From an optimization exercise on the open Yosys and OpenROAD flow, aimed at small area and a short achievable clock period; shortcuts taken in it are not production practice.
Function was checked by simulation only, so behaviour that the tests miss may differ from the original.
Power is estimated from default activity; no workload was simulated.

== run 1 ==
Design frame_processor, start of the top module:
module frame_processor (
    input  wire logic                   clk,
    input  wire logic                   rst_n,
    input  wire logic                   i_valid_1,
    output logic                        o_ready_1,
    input  wire logic [281:0]           i_frame_1,
    output logic                        o_valid_2,
    input  wire logic                   i_ready_2,
    output logic      [281:0]           o_frame_2,
    output logic                        o_valid_3,
    input  wire logic                   i_ready_3,
    output logic      [281:0]           o_frame_3,
    output logic                        o_valid_4,
    input  wire logic                   i_ready_4,
    output logic      [25:0]            o_meta_4
);
Size in the first run: roughly 5400 cells after synthesis, about 2300 flip-flops, ~880 I/O pins, roughly 87000 µm² of cells after synthesis.
export LEC_CHECK = 0
export CAP_MARGIN = 20
export CORE_MARGIN = 2
export CORE_UTILIZATION = 65
export SETUP_SLACK_MARGIN = 2.8
export SLEW_MARGIN = 20
create_clock -name core_clock -period 5.0 [get_ports {clk}]
standard.sh (not shown) runs the stock make flow with config.mk's settings and CLKGATE_MAP_FILE= SYNTH_SCRIPT=/design/flow/synth_recipe.tcl, a recipe that flattens the netlist after the stock synthesis.
==> flow/flow/run.sh <==
#!/bin/bash
# Layout flow: the standard flow (standard.sh, unchanged synthesis) with
# three settings changed:
#  - ports are buffered with buf_2 instead of the default delay-buffer cell
#  - the resizer may change a cell's footprint (MATCH_CELL_FOOTPRINT=0)
#  - clock tree: sink clusters of up to 25 sinks within 60 um, no dummy loads
# Each tool's full output stays in orfs/logs/; make's own output goes to
# standard_flow.log in this folder.
set -euo pipefail
bash standard.sh \
  "BUFFER_PORTS_ARGS=-buffer_cell sky130_fd_sc_hd__buf_2" \
  MATCH_CELL_FOOTPRINT=0 \
  "CTS_ARGS=-sink_clustering_enable -repair_clock_nets -dont_use_dummy_load -sink_clustering_size 25 -sink_clustering_max_diameter 60" \
  finish > standard_flow.log 2>&1
Relative to run 1, the following input files were edited for run 2:
--- a/flow/design.v
+++ b/flow/design.v
@@ -162,48 +162,51 @@
     end
     always_ff @(posedge clk) begin
         if (load) begin
             o_type  <= mem_rd[258:257];
             verdict <= mem_rd[256];
         end
     end
     localparam int NB = 29;
-    logic          add1, add2;   
-    logic [12:0]   lo_sum_a;
-    logic [12:0]   lo_sum_b;
+    logic          add1, add2, add3;   
+    logic [8:0]    lo_sum_a;
+    logic [8:0]    lo_sum_b;
+    logic [8:0]    lo_sum_c;
     logic          lo_carry_a;
+    logic          lo_carry_b;
     logic          lo_carry;
     logic [NB-1:0] blk_ones;
     logic [NB-1:0] blk_pre;      
-    logic [NB-1:0] blk_cin;      
+    logic [NB-1:0] blk_pre_r;    
     logic [231:0]  bit_pre;      
     logic [231:0]  hi_inc;
-    function automatic logic [12:0] add12(input logic [11:0] a, input logic [11:0] b,
-                                          input logic cin);
-        logic [11:0] g, p, gg, pp;
-        logic [11:0] c;
+    function automatic logic [8:0] add8(input logic [7:0] a, input logic [7:0] b,
+                                        input logic cin);
+        logic [7:0] g, p, gg, pp;
+        logic [7:0] c;
         g  = a & b;
         p  = a ^ b;
         gg = g;
         pp = p;
         gg[0] = g[0] | (p[0] & cin);
-        for (int k = 0; k < 4; k++) begin
-            for (int i = 0; i < 12; i++) begin
+        for (int k = 0; k < 3; k++) begin
+            for (int i = 0; i < 8; i++) begin
                 if ((i >> k) & 1) begin
                     gg[i] = gg[i] | (pp[i] & gg[((i >> k) << k) - 1]);
                     pp[i] = pp[i] & pp[((i >> k) << k) - 1];
                 end
             end
         end
-        c = {gg[10:0], cin};
-        add12 = {gg[11], p ^ c};
+        c = {gg[6:0], cin};
+        add8 = {gg[7], p ^ c};
     endfunction
-    assign lo_sum_a = add12(o_data[11:0], cur_psn[11:0] & {12{add1}}, 1'b0);
-    assign lo_sum_b = add12(o_data[23:12], cur_psn[23:12] & {12{add2}}, lo_carry_a);
+    assign lo_sum_a = add8(o_data[7:0], cur_psn[7:0] & {8{add1}}, 1'b0);
+    assign lo_sum_b = add8(o_data[15:8], cur_psn[15:8] & {8{add2}}, lo_carry_a);
+    assign lo_sum_c = add8(o_data[23:16], cur_psn[23:16] & {8{add3}}, lo_carry_b);
     logic [6:0]  bp [NB];
     logic [NB-1:0] blk_pp;
     always_comb begin
         for (int b = 0; b < NB; b++) begin
             bp[b] = o_data[24+b*8 +: 7];
             for (int k = 0; k < 3; k++) begin
                 for (int i = 0; i < 7; i++) begin
                     if ((i >> k) & 1) bp[b][i] = bp[b][i] & bp[b][((i >> k) << k) - 1];
@@ -219,35 +222,41 @@
             end
         end
         blk_pre = {blk_pp[NB-2:0], 1'b1};
     end
     always_ff @(posedge clk) begin
         if (!rst_n) begin
             add1       <= 1'b0;
             add2       <= 1'b0;
+            add3       <= 1'b0;
             lo_carry_a <= 1'b0;
+            lo_carry_b <= 1'b0;
             lo_carry   <= 1'b0;
-            blk_cin    <= '0;
         end else begin
             add1       <= cnt_inc;
             add2       <= add1;
-            lo_carry_a <= lo_sum_a[12];
-            lo_carry   <= lo_sum_b[12];
-            blk_cin    <= blk_pre & {NB{lo_carry}};
+            add3       <= add2;
+            lo_carry_a <= lo_sum_a[8];
+            lo_carry_b <= lo_sum_b[8];
+            lo_carry   <= lo_sum_c[8];
         end
     end
+    always_ff @(posedge clk) begin
+        blk_pre_r <= blk_pre;
+    end
     for (genvar b = 0; b < NB; b++) begin : g_inc
-        assign hi_inc[b*8 +: 8] = o_data[24+b*8 +: 8] ^ (bit_pre[b*8 +: 8] & {8{blk_cin[b]}});
+        assign hi_inc[b*8 +: 8] = o_data[24+b*8 +: 8]
+                                ^ (bit_pre[b*8 +: 8] & {8{blk_pre_r[b] & lo_carry}});
     end
     always_ff @(posedge clk) begin
         if (load) begin
             o_data <= mem_rd[255:0];
         end else begin
-            o_data <= {hi_inc, lo_sum_b[11:0], lo_sum_a[11:0]};
+            o_data <= {hi_inc, lo_sum_c[7:0], lo_sum_b[7:0], lo_sum_a[7:0]};
         end
     end
     logic [23:0] o_psn;
     assign o_psn = verdict ? cur_psn : o_data[23:0];
     logic [1:0] ds_nxt;
     logic       rfull_r;
     always_comb begin
         ds_nxt = ds;
Findings:
Compared run 1 against run 2; area occupied by registers within noise.
Delta (run 2 minus run 1): total power of the final layout went down; internal power component went down.
Relative to run 1, the post-layout instance count excluding filler cells of run 2 is higher by 0.39%.
~same x dimension of the die in run 1 and run 2
Changes observed in run 2 relative to run 1: area of all placed cells without fillers has remained practically unchanged, post-route fraction of the period consumed by the critical path saw a decrease, area fraction in and, or, nand and nor cells after synthesis stayed essentially flat.
[run 2 vs run 1] depth of the critical timing path with buffers and inverters included: lower in run 2
Measured against each other, run 1 and run 2 differ in share of post-route cells with drive strength above 1, the higher figure coming from run 1.

## port drivers added, routing unchanged
In the flow no input, the clock included, has a driving cell. The finished layouts below were timed again as built, in two steps. Step 1 (the two cells are an assumption about what drives the block):
set clk [get_ports {clk}]
set_driving_cell -lib_cell sky130_fd_sc_hd__clkbuf_16 $clk
set_driving_cell -lib_cell sky130_fd_sc_hd__buf_2 [delete_from_list [all_inputs] $clk]
Step 2 adds t to the input delays and takes it off the output delays; t is the mean of the earliest and latest rising clock arrival at the registers after step 1. Input paths then give back, and output paths get back, about the clock's delay inside the block. Three values: ideal, step 1, step 2; two values: the first two.
| run | t (ns) | slack for setup (ns) | worst hold slack (ns) |
|---|---|---|---|
| run 1 | 0.853 | 2.588 / 2.566 / 2.031 | 0.333 / 0.333 / 0.333 |
| run 2 | 0.859 | 2.644 / 2.562 / 2.025 | 0.343 / 0.343 / 0.343 |
After both steps setup and hold are still met in every run listed. The setup slack of run 2, which loses most, moves by -0.082 ns with the drivers and by -0.619 ns with both steps.
